This design comes from an exercise in tuning for small area, a short achievable clock period and few clock cycles per item on the open sky130 flow, not from production work. At most, simulation tests tie the RTL to the original design; equivalence was not proved.

==> inputs of run a <==
// tolerant_run_length_encoder_core
module tolerant_run_length_encoder_core #(
    parameter int RUN_DEPTH = 16
) (
    input  logic                          i_clk,
    input  logic                          i_rst_n,
    input  logic                          i_s_tvalid,
    output logic                          o_s_tready,
    input  logic [47:0]                   i_s_tdata,
    output logic                          o_m_tvalid,
    input  logic                          i_m_tready,
    output logic [31:0]                   o_m_tdata,
    output logic                          o_m_tlast,
    input  logic                          i_cfg_we,
    input  logic [trle_pkg::CFG_AW-1:0]   i_cfg_addr,
    input  logic [trle_pkg::CFG_DW-1:0]   i_cfg_wdata
);
clock: 7.0 ns
lec_check: 0
cap_margin: 20
core_margin: 2
core_utilization: 40
setup_slack_margin: 3.75
slew_margin: 20
tns_end_percent: 5
run.sh (not shown) runs the stock make flow with config.mk's settings and CLKGATE_MAP_FILE= SYNTH_SCRIPT=/design/flow/synth_recipe.tcl, a recipe that flattens the netlist after the stock synthesis.
==> run b (differences from run a) <==
--- a/flow/design.v
+++ b/flow/design.v
@@ -158,13 +158,12 @@
     logic [PW-1:0]   r_head;       
     logic            r_room2;      
     logic            r_room1;      
     logic [TW-1:0]   r_F;          
     logic [TW:0]     r_G;          
     logic            r_gdirty;     
-    logic            r_tnz;        
     logic [CW-1:0]   r_cnt;        
     logic [SW-1:0]   r_v;          
     logic [SW-1:0]   r_lo;         
     logic [SW:0]     r_hp;
     logic [SW+1:0]   r_hpd;        
     logic [SW:0]     r_lod;        
@@ -181,13 +180,13 @@
     logic [31:0]     r_od;
     logic            r_ol;
     logic [SW-1:0]   w_d;
     logic            w_go;
     logic            w_ld;
     assign w_d  = {r_iv[SW-1:1], r_iv[0] | r_dz};
-    assign w_go = r_ib_v && r_bv && !r_gdirty && (r_room2 || (r_room1 && r_tnz));
+    assign w_go = r_ib_v && r_bv && !r_gdirty && (r_room2 || (r_room1 && (r_T != '0)));
     assign o_s_tready = !r_ib_v || w_go;
     logic            w_ge_f, w_ge_g, w_age;
     assign w_ge_f = (r_now >= r_F);
     assign w_ge_g = (r_now >= r_G[TW-1:0]);
     assign w_age  = w_ge_f ? (!r_G[TW] && w_ge_g) : (!r_G[TW] || w_ge_g);
     logic [TW-1:0]   w_gx;
@@ -315,44 +314,40 @@
     always_ff @(posedge i_clk) begin
         if (!i_rst_n) begin
             r_T        <= '0;
             r_tail     <= '0;
             r_commit   <= '0;
             r_F        <= '0;
-            r_gdirty   <= 1'b1;
+            r_G        <= {1'b1, TW'(0)};
+            r_gdirty   <= 1'b0;
             r_wen      <= 1'b0;
-            r_tnz      <= 1'b0;
         end else begin
             r_wen      <= w_go;
             if (w_go) begin
                 r_T    <= w_cfl ? '0 : w_Tn[AW-1:0];
-                r_tnz  <= !w_cfl;
                 r_tail <= w_tail_n;
                 if (w_cfl) begin
                     r_commit <= w_tail_n;
                 end else if (w_age) begin
                     r_commit <= r_tail + PW'(w_zrec);
                 end
                 if (w_age || w_cfl) begin
                     r_F <= r_now;
+                    r_G <= w_gsum;
                 end
             end
             if (r_gdirty) begin
+                r_G      <= w_gsum;
                 r_gdirty <= 1'b0;
             end
             if (i_cfg_we && (i_cfg_addr == trle_pkg::CFG_ALIVE_TIME)) begin
                 r_gdirty <= 1'b1;
             end
         end
     end
     always_ff @(posedge i_clk) begin
-        if (r_gdirty || (w_go && (w_age || w_cfl))) begin
-            r_G <= w_gsum;
-        end
-    end
-    always_ff @(posedge i_clk) begin
         if (w_go) begin
             r_cnt  <= w_cnt_n;
         end
         r_wpos <= w_pos[AW-1:0];
     end
     logic [PW-1:0] w_occ;
@@ -371,89 +366,79 @@
             r_room2 <= w_ld ? w_le15 : w_le14;
             r_room1 <= w_ld ? w_le16 : w_le15;
         end
     end
     always_ff @(posedge i_clk) begin
         if (!i_rst_n) begin
-            r_v <= '0;
-        end else if (w_go && w_app) begin
-            r_v <= r_s;
-        end
-    end
-    logic w_cfg_rc;
-    assign w_cfg_rc = i_cfg_we && ((i_cfg_addr == trle_pkg::CFG_INTERVAL) ||
-                                   (i_cfg_addr == trle_pkg::CFG_RELATIVE));
-    always_ff @(posedge i_clk) begin
-        if (!i_rst_n) begin
+            r_v   <= '0;
+            r_lo  <= '0;
+            r_hp  <= (SW+1)'(1);
+            r_hpd <= (SW+2)'(2);
+            r_lod <= '1;
             r_fixa <= 1'b0;
             r_fixb <= 1'b0;
-            r_bv   <= 1'b0;
-            r_rcq  <= 1'b1;
+            r_bv  <= 1'b1;
+            r_rcq <= 1'b0;
+            r_d3  <= (SW+2)'(3);
         end else begin
             r_fixb <= 1'b0;
-            if (w_go && w_app && !r_rel && !w_in && !w_up && !w_dn) begin
-                r_bv <= 1'b0;
+            if (r_fixb) begin
+                r_hpd <= w_hpd;
+            end
+            if (w_go && w_app) begin
+                r_v <= r_s;
+                if (r_rel) begin
+                    r_lo <= w_rlo;
+                    r_hp <= w_rhp;
+                end else if (w_in) begin
+                end else if (w_up) begin
+                    r_lo  <= r_hp[SW-1:0];
+                    r_hp  <= r_hpd[SW:0];
+                    r_hpd <= w_hpd;
+                    r_lod <= {1'b0, r_lo};
+                end else if (w_dn) begin
+                    r_lo  <= r_lod[SW-1:0];
+                    r_hp  <= {1'b0, r_lo};
+                    r_hpd <= {1'b0, r_hp};
+                    r_lod <= w_lod;
+                end else begin
+                    r_bv <= 1'b0;
+                end
             end
             if (r_rcq) begin
                 r_rcq  <= 1'b0;
                 r_fixa <= 1'b0;
+                r_fixb <= 1'b0;
+                r_d3   <= {2'b00, w_d} + {1'b0, w_d, 1'b0};
                 if (r_rel) begin
+                    r_lo <= w_rlo;
+                    r_hp <= w_rhp;
                     r_bv <= 1'b1;
                 end
             end else if (w_div_done) begin
+                r_lo   <= w_base;
+                r_hpd  <= {2'b00, w_base};
+                r_lod  <= {1'b0, w_base};
                 r_fixa <= 1'b1;
             end else if (r_fixa) begin
+                r_hp   <= w_hpd[SW:0];
+                r_hpd  <= w_hpd;
+                r_lod  <= w_lod;
                 r_fixa <= 1'b0;
                 r_fixb <= 1'b1;
                 r_bv   <= 1'b1;
             end
-            if (w_cfg_rc) begin
+            if (i_cfg_we && ((i_cfg_addr == trle_pkg::CFG_INTERVAL) ||
+                             (i_cfg_addr == trle_pkg::CFG_RELATIVE))) begin
                 r_bv   <= 1'b0;
                 r_rcq  <= 1'b1;
                 r_fixa <= 1'b0;
                 r_fixb <= 1'b0;
             end
         end
     end
-    always_ff @(posedge i_clk) begin
-        if (r_fixb) begin
-            r_hpd <= w_hpd;
-        end
-        if (w_go && w_app) begin
-            if (r_rel) begin
-                r_lo <= w_rlo;
-                r_hp <= w_rhp;
-            end else if (w_in) begin
-            end else if (w_up) begin
-                r_lo  <= r_hp[SW-1:0];
-                r_hp  <= r_hpd[SW:0];
-                r_hpd <= w_hpd;
-                r_lod <= {1'b0, r_lo};
-            end else if (w_dn) begin
-                r_lo  <= r_lod[SW-1:0];
-                r_hp  <= {1'b0, r_lo};
-                r_hpd <= {1'b0, r_hp};
-                r_lod <= w_lod;
-            end
-        end
-        if (r_rcq) begin
-            r_d3 <= {2'b00, w_d} + {1'b0, w_d, 1'b0};
-            if (r_rel) begin
-                r_lo <= w_rlo;
-                r_hp <= w_rhp;
-            end
-        end else if (w_div_done) begin
-            r_lo  <= w_base;
-            r_hpd <= {2'b00, w_base};
-            r_lod <= {1'b0, w_base};
-        end else if (r_fixa) begin
-            r_hp  <= w_hpd[SW:0];
-            r_hpd <= w_hpd;
-            r_lod <= w_lod;
-        end
-    end
     logic            r_f_app;      
     logic            r_f_cfl;      
     logic            r_f_setm1;    
     logic            r_f_zrec;     
     logic [AW-1:0]   r_f_tail;
     always_ff @(posedge i_clk) begin
Settings changed: SETUP_SLACK_MARGIN 3.75 to 3.5.
==> run c (differences from run a) <==
--- a/flow/design.v
+++ b/flow/design.v
@@ -158,13 +158,12 @@
     logic [PW-1:0]   r_head;       
     logic            r_room2;      
     logic            r_room1;      
     logic [TW-1:0]   r_F;          
     logic [TW:0]     r_G;          
     logic            r_gdirty;     
-    logic            r_tnz;        
     logic [CW-1:0]   r_cnt;        
     logic [SW-1:0]   r_v;          
     logic [SW-1:0]   r_lo;         
     logic [SW:0]     r_hp;
     logic [SW+1:0]   r_hpd;        
     logic [SW:0]     r_lod;        
@@ -181,13 +180,13 @@
     logic [31:0]     r_od;
     logic            r_ol;
     logic [SW-1:0]   w_d;
     logic            w_go;
     logic            w_ld;
     assign w_d  = {r_iv[SW-1:1], r_iv[0] | r_dz};
-    assign w_go = r_ib_v && r_bv && !r_gdirty && (r_room2 || (r_room1 && r_tnz));
+    assign w_go = r_ib_v && r_bv && !r_gdirty && (r_room2 || (r_room1 && (r_T != '0)));
     assign o_s_tready = !r_ib_v || w_go;
     logic            w_ge_f, w_ge_g, w_age;
     assign w_ge_f = (r_now >= r_F);
     assign w_ge_g = (r_now >= r_G[TW-1:0]);
     assign w_age  = w_ge_f ? (!r_G[TW] && w_ge_g) : (!r_G[TW] || w_ge_g);
     logic [TW-1:0]   w_gx;
@@ -315,44 +314,40 @@
     always_ff @(posedge i_clk) begin
         if (!i_rst_n) begin
             r_T        <= '0;
             r_tail     <= '0;
             r_commit   <= '0;
             r_F        <= '0;
-            r_gdirty   <= 1'b1;
+            r_G        <= {1'b1, TW'(0)};
+            r_gdirty   <= 1'b0;
             r_wen      <= 1'b0;
-            r_tnz      <= 1'b0;
         end else begin
             r_wen      <= w_go;
             if (w_go) begin
                 r_T    <= w_cfl ? '0 : w_Tn[AW-1:0];
-                r_tnz  <= !w_cfl;
                 r_tail <= w_tail_n;
                 if (w_cfl) begin
                     r_commit <= w_tail_n;
                 end else if (w_age) begin
                     r_commit <= r_tail + PW'(w_zrec);
                 end
                 if (w_age || w_cfl) begin
                     r_F <= r_now;
+                    r_G <= w_gsum;
                 end
             end
             if (r_gdirty) begin
+                r_G      <= w_gsum;
                 r_gdirty <= 1'b0;
             end
             if (i_cfg_we && (i_cfg_addr == trle_pkg::CFG_ALIVE_TIME)) begin
                 r_gdirty <= 1'b1;
             end
         end
     end
     always_ff @(posedge i_clk) begin
-        if (r_gdirty || (w_go && (w_age || w_cfl))) begin
-            r_G <= w_gsum;
-        end
-    end
-    always_ff @(posedge i_clk) begin
         if (w_go) begin
             r_cnt  <= w_cnt_n;
         end
         r_wpos <= w_pos[AW-1:0];
     end
     logic [PW-1:0] w_occ;
@@ -371,119 +366,93 @@
             r_room2 <= w_ld ? w_le15 : w_le14;
             r_room1 <= w_ld ? w_le16 : w_le15;
         end
     end
     always_ff @(posedge i_clk) begin
         if (!i_rst_n) begin
-            r_v <= '0;
-        end else if (w_go && w_app) begin
-            r_v <= r_s;
-        end
-    end
-    logic w_cfg_rc;
-    assign w_cfg_rc = i_cfg_we && ((i_cfg_addr == trle_pkg::CFG_INTERVAL) ||
-                                   (i_cfg_addr == trle_pkg::CFG_RELATIVE));
-    always_ff @(posedge i_clk) begin
-        if (!i_rst_n) begin
+            r_v   <= '0;
+            r_lo  <= '0;
+            r_hp  <= (SW+1)'(1);
+            r_hpd <= (SW+2)'(2);
+            r_lod <= '1;
             r_fixa <= 1'b0;
             r_fixb <= 1'b0;
-            r_bv   <= 1'b0;
-            r_rcq  <= 1'b1;
+            r_bv  <= 1'b1;
+            r_rcq <= 1'b0;
+            r_d3  <= (SW+2)'(3);
         end else begin
             r_fixb <= 1'b0;
-            if (w_go && w_app && !r_rel && !w_in && !w_up && !w_dn) begin
-                r_bv <= 1'b0;
+            if (r_fixb) begin
+                r_hpd <= w_hpd;
+            end
+            if (w_go && w_app) begin
+                r_v <= r_s;
+                if (r_rel) begin
+                    r_lo <= w_rlo;
+                    r_hp <= w_rhp;
+                end else if (w_in) begin
+                end else if (w_up) begin
+                    r_lo  <= r_hp[SW-1:0];
+                    r_hp  <= r_hpd[SW:0];
+                    r_hpd <= w_hpd;
+                    r_lod <= {1'b0, r_lo};
+                end else if (w_dn) begin
+                    r_lo  <= r_lod[SW-1:0];
+                    r_hp  <= {1'b0, r_lo};
+                    r_hpd <= {1'b0, r_hp};
+                    r_lod <= w_lod;
+                end else begin
+                    r_bv <= 1'b0;
+                end
             end
             if (r_rcq) begin
                 r_rcq  <= 1'b0;
                 r_fixa <= 1'b0;
+                r_fixb <= 1'b0;
+                r_d3   <= {2'b00, w_d} + {1'b0, w_d, 1'b0};
                 if (r_rel) begin
+                    r_lo <= w_rlo;
+                    r_hp <= w_rhp;
                     r_bv <= 1'b1;
                 end
             end else if (w_div_done) begin
+                r_lo   <= w_base;
+                r_hpd  <= {2'b00, w_base};
+                r_lod  <= {1'b0, w_base};
                 r_fixa <= 1'b1;
             end else if (r_fixa) begin
+                r_hp   <= w_hpd[SW:0];
+                r_hpd  <= w_hpd;
+                r_lod  <= w_lod;
                 r_fixa <= 1'b0;
                 r_fixb <= 1'b1;
                 r_bv   <= 1'b1;
             end
-            if (w_cfg_rc) begin
+            if (i_cfg_we && ((i_cfg_addr == trle_pkg::CFG_INTERVAL) ||
+                             (i_cfg_addr == trle_pkg::CFG_RELATIVE))) begin
                 r_bv   <= 1'b0;
                 r_rcq  <= 1'b1;
                 r_fixa <= 1'b0;
                 r_fixb <= 1'b0;
             end
         end
     end
     always_ff @(posedge i_clk) begin
-        if (r_fixb) begin
-            r_hpd <= w_hpd;
-        end
-        if (w_go && w_app) begin
-            if (r_rel) begin
-                r_lo <= w_rlo;
-                r_hp <= w_rhp;
-            end else if (w_in) begin
-            end else if (w_up) begin
-                r_lo  <= r_hp[SW-1:0];
-                r_hp  <= r_hpd[SW:0];
-                r_hpd <= w_hpd;
-                r_lod <= {1'b0, r_lo};
-            end else if (w_dn) begin
-                r_lo  <= r_lod[SW-1:0];
-                r_hp  <= {1'b0, r_lo};
-                r_hpd <= {1'b0, r_hp};
-                r_lod <= w_lod;
-            end
-        end
-        if (r_rcq) begin
-            r_d3 <= {2'b00, w_d} + {1'b0, w_d, 1'b0};
-            if (r_rel) begin
-                r_lo <= w_rlo;
-                r_hp <= w_rhp;
-            end
-        end else if (w_div_done) begin
-            r_lo  <= w_base;
-            r_hpd <= {2'b00, w_base};
-            r_lod <= {1'b0, w_base};
-        end else if (r_fixa) begin
-            r_hp  <= w_hpd[SW:0];
-            r_hpd <= w_hpd;
-            r_lod <= w_lod;
-        end
-    end
-    logic            r_f_app;      
-    logic            r_f_cfl;      
-    logic            r_f_setm1;    
-    logic            r_f_zrec;     
-    logic [AW-1:0]   r_f_tail;
-    always_ff @(posedge i_clk) begin
-        if (!i_rst_n) begin
-            r_f_app   <= 1'b0;
-            r_f_setm1 <= 1'b0;
-            r_f_zrec  <= 1'b0;
-        end else begin
-            r_f_app   <= w_go && w_app;
-            r_f_setm1 <= w_go && (w_agel || (w_join && w_cfl));
-            r_f_zrec  <= w_go && w_zrec;
-        end
-        r_f_cfl  <= w_cfl;
-        r_f_tail <= r_tail[AW-1:0];
-    end
-    always_ff @(posedge i_clk) begin
         for (int k = 0; k < RUN_DEPTH; k++) begin
-            if (r_f_app && ((r_f_zrec ? r_f_tail + AW'(1) : r_f_tail) == AW'(k))) begin
-                r_last[k] <= r_f_cfl;
-                r_zero[k] <= 1'b0;
-            end else begin
-                if ((r_f_setm1 && ((r_f_tail - AW'(1)) == AW'(k))) ||
-                    (r_f_zrec && (r_f_tail == AW'(k)))) begin
-                    r_last[k] <= 1'b1;
-                end
-                if (r_f_zrec && (r_f_tail == AW'(k))) begin
-                    r_zero[k] <= 1'b1;
+            if (w_go) begin
+                if (w_app && (w_pos[AW-1:0] == AW'(k))) begin
+                    r_last[k] <= w_cfl;
+                    r_zero[k] <= 1'b0;
+                end else begin
+                    if (((w_agel || (w_join && w_cfl)) && (w_tailm1[AW-1:0] == AW'(k))) ||
+                        (w_zrec && (r_tail[AW-1:0] == AW'(k)))) begin
+                        r_last[k] <= 1'b1;
+                    end
+                    if (w_zrec && (r_tail[AW-1:0] == AW'(k))) begin
+                        r_zero[k] <= 1'b1;
+                    end
                 end
             end
         end
     end
     assign w_ld = r_avail && (!r_ov || i_m_tready);
     always_ff @(posedge i_clk) begin
Settings changed: CORE_UTILIZATION 40 to 65, SETUP_SLACK_MARGIN 3.75 to 3.5, TNS_END_PERCENT 5 to unset.
==> run d (differences from run a) <==
Settings changed: SETUP_SLACK_MARGIN 3.75 to 3.5, TNS_END_PERCENT 5 to unset.
==> flow_metrics.env <==
export IMPL_outcome="finished clean"
export IMPL_power_switching_uw=6250
export IMPL_seq_area_mm2=0.0249
export IMPL_clk_share_pct=6.00
export IMPL_mostFrequentLayoutCells="edfxtp_1 (625), nand2_1 (427), a21oi_1 (334), ha_1 (321), nor2_1 (315)"
export IMPL_postRouteWirelength_um=146000
export IMPL_wl_met1_um=63700
export IMPL_seq_power_share_pct=36.7
export IMPL_timing_rr_end="r_hp[14]"
export IMPL_wl_per_cell_um=23.2
export IMPL_skew_ns=0.0604
export IMPL_cp_arrival_ns=4.28
export IMPL_reg2reg_depth=13
export IMPL_synthSimpleGateAreaFrac_pct=11.2
export IMPL_synth_area_mm2=0.0491
That was run b.
==> flow_metrics.env <==
export IMPL_outcome="finished clean"
export IMPL_power_switching_uw=5380
export IMPL_timing_rr_end="r_hp[5]"
export IMPL_seq_power_share_pct=38.2
export IMPL_wl_met1_um=61900
export IMPL_synthSimpleGateAreaFrac_pct=10.3
export IMPL_wl_per_cell_um=24.1
export IMPL_skew_ns=0.0451
That was run a.
==> flow_metrics.env <==
export IMPL_wl_met1_um=62500
export IMPL_reg2reg_depth=15
export IMPL_powerComb_uw=5130
export IMPL_wl_per_cell_um=24.3
export IMPL_outcome="finished clean"
export IMPL_antenna_found_initial=5
export IMPL_seq_power_share_pct=38.6
export IMPL_seq_area_mm2=0.0254
export IMPL_postRouteWirelength_um=148000
export IMPL_synth_area_mm2=0.0488
export IMPL_routed_via_density=5.76
export IMPL_holdPathStages=2
export IMPL_skew_ns=0.0389
export IMPL_clk_share_pct=5.56
export IMPL_drtIter0Drc=3569
export IMPL_synthSimpleGateAreaFrac_pct=10.3
That was run d.
==> flow_metrics.env <==
export IMPL_synth_area_mm2=0.0498
export IMPL_timing_rr_end="r_last[1]"
export IMPL_cp_arrival_ns=4.10
export IMPL_skew_ns=0.0376
export IMPL_outcome="finished clean"
export IMPL_wl_met1_um=59300
export IMPL_mostFrequentLayoutCells="edfxtp_1 (641), nand2_1 (451), ha_1 (301), a21oi_1 (289), buf_4 (263)"
export IMPL_wl_per_cell_um=27.6
export IMPL_seq_power_share_pct=34.2
export IMPL_seq_area_mm2=0.0249
export IMPL_synthSimpleGateAreaFrac_pct=11.3
That was run c.
Testbench counts of run b, summed over its fixed seeds: cycles 14,731, words 12,800.
Testbench counts of run c, summed over its fixed seeds: cycles 14,731, words 12,800.
The RTL of run a and run d was laid out without a check of its function.

-- afterwards: timing with drivers on the ports --
No port has a modelled driver above. Below, the same layouts with a new extraction and two added sets of constraints.
Step 1: set_driving_cell puts a clkbuf_16 on i_clk and a buf_2 on each other input, an assumption about the parent block.
Step 2 adds t to the input delays and takes it off the output delays; t is the mean of the earliest and latest rising clock arrival at the registers after step 1. Input paths then give back, and output paths get back, about the clock's delay inside the block.
a / b / c = ideal ports / drivers / drivers and shift; a / b = the first two.
run	t, ns	slack for setup (ns)	worst setup path after step 2	clock arrival spread, ns	slew at the worst register clock pin (ns)
run a	0.767	3.172 / 3.172 / 3.161	input to register	0.048 / 0.048	0.06 / 0.06
run b	0.770	3.320 / 3.320 / 2.844	input to register	0.081 / 0.081	0.07 / 0.07
run c	0.738	3.273 / 3.273 / 2.981	input to register	0.038 / 0.038	0.07 / 0.07
run d	0.756	3.278 / 3.278 / 3.261	input to register	0.039 / 0.039	0.07 / 0.07
After both steps setup and hold are still met in every run listed. The setup slack of run b, which loses most, moves by 0.000 ns with the drivers and by -0.476 ns with both steps.
